Context: an optimization exercise on an open-source flow, tuned for small area. The choices shown serve that exercise and are no tape-out recipe.
Only simulation tests tie the RTL to the original design; equivalence was not proved.
Power figures rest on the tool's default switching activity, not on a simulated workload.

==> flow/design.v <==
`timescale 1ns / 1ps
`default_nettype none
package rsrt_pkg;
    localparam logic [1:0] REQ_ADD    = 2'd0;
    localparam logic [1:0] REQ_CLEAR  = 2'd1;
    localparam logic [1:0] REQ_SMOOTH = 2'd2;
    localparam logic [1:0] REQ_STEP   = 2'd3;
endpackage
`default_nettype wire
`timescale 1ns / 1ps
`default_nettype none
module rhythm_slot_regularity_tracker_unit (
    input  wire logic        aclk,
    input  wire logic        aresetn,
    input  wire logic        s_valid,
    output logic             s_ready,
    input  wire logic [13:0] s_data,
    output logic             m_valid,
    input  wire logic        m_ready,
    output logic [35:0]      m_data,
    input  wire logic        cfg_valid,
    output logic             cfg_ready,
    input  wire logic [0:0]  cfg_index,
    input  wire logic [15:0] cfg_data
);
    localparam logic [3:0] ST_INIT = 4'd8;
    localparam logic [3:0] ST_IDLE = 4'd9;
    logic [7:0]  hist [16];
    logic [7:0]  refr [16];
    logic [3:0]  pos;
    logic [3:0]  st;
    logic        mv_q;
    logic [7:0]  mean_q;      
    logic [15:0] score_q;     
    logic        c_q;         
    logic [7:0]  act_q;
    logic [7:0]  lim_q;       
    logic        limhi_q;     
    logic [12:0] r_q;         
    logic [4:0]  n_q;         
    logic [7:0]  raw_q;
    logic        dis_q;
    logic [1:0]  case_q;
    logic [7:0]  add_val;     
    wire [1:0] typ  = s_data[13:12];
    wire [3:0] slot = s_data[11:8];
    wire [7:0] amt  = s_data[7:0];
    wire is_add    = (typ == 2'd0);
    wire is_clr    = (typ == 2'd1);
    wire is_smooth = (typ == 2'd2);
    wire is_step   = (typ == 2'd3);
    wire in_init = (st == ST_INIT);
    wire in_idle = (st == ST_IDLE);
    wire in_p0   = (st == 4'd0);
    wire in_p1   = (st == 4'd1);
    wire in_p2   = (st == 4'd2);
    wire in_p3   = (st == 4'd3);
    wire in_p4   = (st == 4'd4);
    wire in_p5   = (st == 4'd5);
    wire in_p6   = (st == 4'd6);
    wire in_p7   = (st == 4'd7);
    wire       p15     = (pos == 4'hF);
    wire [3:0] pos_inc = pos + 4'd1;
    wire       lo_half = !pos[3];
    wire [7:0] h  = hist[0];
    wire [7:0] rr = refr[0];
    wire       nz = (h != 8'd0);
    wire low    = mean_q < act_q;
    wire active = mean_q > act_q;
    wire match = (is_step && !low) ? (pos_inc == slot) : (pos == slot);
    wire       h_gt_m  = h > mean_q;
    wire       kill_lo = in_p3 && nz && !h_gt_m;
    wire       kill_hi = in_p6 && nz && !limhi_q && h_gt_m;
    wire       kill    = kill_lo || kill_hi;
    wire       keep    = in_p6 && nz && !kill_hi;
    wire       hzero    = in_init || (in_p0 && is_clr) || kill;
    wire       hadd     = in_p0 && is_add && match;
    wire [7:0] hist_new = hzero ? 8'd0 : (hadd ? add_val : h);
    wire       step_hit = in_p0 && is_step && match;
    wire       refwr    = in_init || step_hit;
    wire [7:0] ref_new  = refwr ? hist_new : rr;
    wire       h_gt_r  = h > rr;
    wire       c_empty = !nz && (rr == 8'd0);
    wire       c_hit   = nz && h_gt_r;
    wire       c_miss  = nz && !h_gt_r;
    wire [1:0] case_val = c_empty ? 2'd1 : c_hit ? 2'd2 : c_miss ? 2'd3 : 2'd0;
    wire       step_do = step_hit && !low;
    wire       upd   = case_q != 2'd0;
    wire       dec   = case_q == 2'd3;
    wire       sb    = score_q[0];
    wire       cn    = c_q && (sb ^ dec);
    wire       s_sh  = in_init || (is_step && (in_p1 || in_p2));
    wire       s_new = !in_init && (sb ^ (c_q && in_p2));
    wire [5:0] t     = r_q[12:7];
    wire [5:0] tsub  = {1'b0, t[5:1]} - {1'b0, n_q};
    wire       ge    = (n_q != 5'd0) && !tsub[5];
    wire [4:0] trem  = ge ? {tsub[3:0], t[0]} : t[4:0];
    wire [12:0] div_next = {trem, r_q[6:0], ge};
    wire       kbit   = in_p2 ? !pos[0] : lim_q[pos[2:0]];
    wire       mul    = in_p2 || in_p5;
    wire [8:0] addend = mul ? {1'b0, kbit ? mean_q : 8'd0} : {h, in_p6};
    wire [13:0] sum   = {1'b0, r_q} + {5'd0, addend};
    assign add_val = sum[9] ? 8'hFF : sum[8:1];
    wire go     = in_idle && !mv_q && s_valid && p15;
    wire last   = in_p7 || (in_p0 && (is_add || is_clr)) || (in_p2 && is_step);
    wire commit = p15 && last;
    assign s_ready   = commit;
    assign m_valid   = mv_q;
    assign cfg_ready = 1'b1;
    assign m_data    = {mean_q, raw_q, dis_q, active, score_q, case_q};
    always_ff @(posedge aclk) begin
        for (int i = 0; i < 15; i++) begin
            hist[i] <= hist[i + 1];
            refr[i] <= refr[i + 1];
        end
        hist[15] <= hist_new;
        refr[15] <= ref_new;
        if (s_sh) score_q <= {s_new, score_q[15:1]};
    end
    always_ff @(posedge aclk) begin
        if (!aresetn) begin
            pos     <= 4'd0;
            st      <= ST_INIT;
            mv_q    <= 1'b0;
            mean_q  <= 8'd0;
            act_q   <= 8'd4;
            lim_q   <= 8'hFF;
            limhi_q <= 1'b1;
        end else begin
            pos <= pos_inc;
            if (cfg_valid) begin
                if (cfg_index == 1'b0) begin
                    act_q <= cfg_data[7:0];
                end else begin
                    lim_q   <= cfg_data[7:0];
                    limhi_q <= |cfg_data[15:8];
                end
            end
            if (in_init) begin
                if (p15) st <= ST_IDLE;
            end else if (in_idle) begin
                if (mv_q) begin
                    if (m_ready) mv_q <= 1'b0;
                end else if (go) begin
                    st <= 4'd0;
                end
            end else if (p15) begin
                st <= last ? ST_IDLE : st + 4'd1;
            end
            if (commit) mv_q <= 1'b1;
            if ((go || (p15 && (in_p2 || in_p3 || in_p5 || in_p7))) && is_smooth)
                mean_q <= r_q[7:0];
            else if ((in_p4 || (in_p0 && is_smooth)) && h_gt_m)
                mean_q <= h;
        end
    end
    always_ff @(posedge aclk) begin
        if (in_idle) r_q <= {4'd0, amt & {8{is_add && s_valid}}, 1'b0};
        else if (in_p0 && is_smooth) r_q <= sum[12:0];
        else if ((in_p1 || in_p7) && lo_half) r_q <= div_next;
        else if (mul && lo_half) r_q <= sum[13:1];
        else if ((in_p1 || in_p2 || in_p5) && p15) r_q <= 13'd0;
        else if (keep) r_q <= sum[12:0];
        if (in_idle || (in_p5 && p15)) n_q <= 5'd0;
        else if ((in_p0 && is_smooth && nz) || keep) n_q <= n_q + 5'd1;
        if (in_p0 && p15) c_q <= 1'b1;
        else if (in_p1 && p15) c_q <= upd && !cn;
        else c_q <= cn;
        if (go) raw_q <= 8'd0;
        else if (in_p1 && p15) raw_q <= r_q[7:0];
        if (go) dis_q <= 1'b0;
        else if (kill) dis_q <= 1'b1;
        if (go) case_q <= 2'd0;
        else if (step_do) case_q <= case_val;
    end
endmodule
`default_nettype wire
export LEC_CHECK = 0
export CAP_MARGIN = 20
export CORE_MARGIN = 2
export CORE_UTILIZATION = 60
export CTS_BUF_LIST = sky130_fd_sc_hd__clkbuf_16
export CTS_CLUSTER_DIAMETER = 150
export CTS_CLUSTER_SIZE = 26
export SLEW_MARGIN = 20
create_clock -name core_clock -period 10.0 [get_ports {aclk}]
run.sh (not shown) runs the stock make flow with config.mk's settings and CLKGATE_MAP_FILE= SYNTH_SCRIPT=/design/flow/synth_recipe.tcl, a recipe that flattens the netlist after the stock synthesis.
Next try:
--- a/flow/design.v
+++ b/flow/design.v
@@ -40,9 +40,8 @@
     logic [4:0]  n_q;         
     logic [7:0]  raw_q;
     logic        dis_q;
     logic [1:0]  case_q;
-    logic [7:0]  add_val;     
     wire [1:0] typ  = s_data[13:12];
     wire [3:0] slot = s_data[11:8];
     wire [7:0] amt  = s_data[7:0];
     wire is_add    = (typ == 2'd0);
@@ -67,8 +66,10 @@
     wire       nz = (h != 8'd0);
     wire low    = mean_q < act_q;
     wire active = mean_q > act_q;
     wire match = (is_step && !low) ? (pos_inc == slot) : (pos == slot);
+    wire [8:0] add_sum = {1'b0, h} + {1'b0, amt};
+    wire [7:0] add_val = add_sum[8] ? 8'hFF : add_sum[7:0];
     wire       h_gt_m  = h > mean_q;
     wire       kill_lo = in_p3 && nz && !h_gt_m;
     wire       kill_hi = in_p6 && nz && !limhi_q && h_gt_m;
     wire       kill    = kill_lo || kill_hi;
@@ -99,9 +100,8 @@
     wire       kbit   = in_p2 ? !pos[0] : lim_q[pos[2:0]];
     wire       mul    = in_p2 || in_p5;
     wire [8:0] addend = mul ? {1'b0, kbit ? mean_q : 8'd0} : {h, in_p6};
     wire [13:0] sum   = {1'b0, r_q} + {5'd0, addend};
-    assign add_val = sum[9] ? 8'hFF : sum[8:1];
     wire go     = in_idle && !mv_q && s_valid && p15;
     wire last   = in_p7 || (in_p0 && (is_add || is_clr)) || (in_p2 && is_step);
     wire commit = p15 && last;
     assign s_ready   = commit;
@@ -154,9 +154,9 @@
                 mean_q <= h;
         end
     end
     always_ff @(posedge aclk) begin
-        if (in_idle) r_q <= {4'd0, amt & {8{is_add && s_valid}}, 1'b0};
+        if (in_idle) r_q <= 13'd0;
         else if (in_p0 && is_smooth) r_q <= sum[12:0];
         else if ((in_p1 || in_p7) && lo_half) r_q <= div_next;
         else if (mul && lo_half) r_q <= sum[13:1];
         else if ((in_p1 || in_p2 || in_p5) && p15) r_q <= 13'd0;
@@ -165,10 +165,9 @@
         else if ((in_p0 && is_smooth && nz) || keep) n_q <= n_q + 5'd1;
         if (in_p0 && p15) c_q <= 1'b1;
         else if (in_p1 && p15) c_q <= upd && !cn;
         else c_q <= cn;
-        if (go) raw_q <= 8'd0;
-        else if (in_p1 && p15) raw_q <= r_q[7:0];
+        if (go || (in_p1 && p15)) raw_q <= r_q[7:0];
         if (go) dis_q <= 1'b0;
         else if (kill) dis_q <= 1'b1;
         if (go) case_q <= 2'd0;
         else if (step_do) case_q <= case_val;
Result: The changed run passed the timing, DRC and antenna checks; flip-flop and latch count does not change; worst setup slack is worse by 0.24 ns; cell area is higher by 2.8%; register-to-register slack gains 0.08 ns; routed wire length is lower by 1.2%; final cell count went up by 1.5%; area after synthesis came out higher by 2.7%; worst hold slack barely changes; sequential power is about the same; clock power hardly moves; clock-buffer cell count stays the same.

## static timing again, ports no longer ideal
Ports are ideal in the flow. The routed layouts listed here were re-timed in OpenROAD. Step 1 sets driving cells, clkbuf_16 on the clock port and buf_2 on the other inputs (assumed; they add their load-dependent delay and slew). Step 2 moves the port delays by t, midway between the first and last clock arrival at a register: inputs arrive t later, outputs are due t later. That takes back most of the time a late clock gives input paths. Three values: ideal, step 1, step 2; two values: the first two.
| run | shift t [ns] | setup slack, ns | slew at the worst register clock pin (ns) |
|---|---|---|---|
| the first run | 0.544 | 4.193 / 4.159 / 4.159 | 0.10 / 0.10 |
| the second run | 0.534 | 3.957 / 3.929 / 3.929 | 0.11 / 0.11 |
After both steps every run listed still meets setup and hold. For the first run, which loses most, drivers alone change the setup slack by -0.034 ns; drivers and shift together by -0.034 ns.
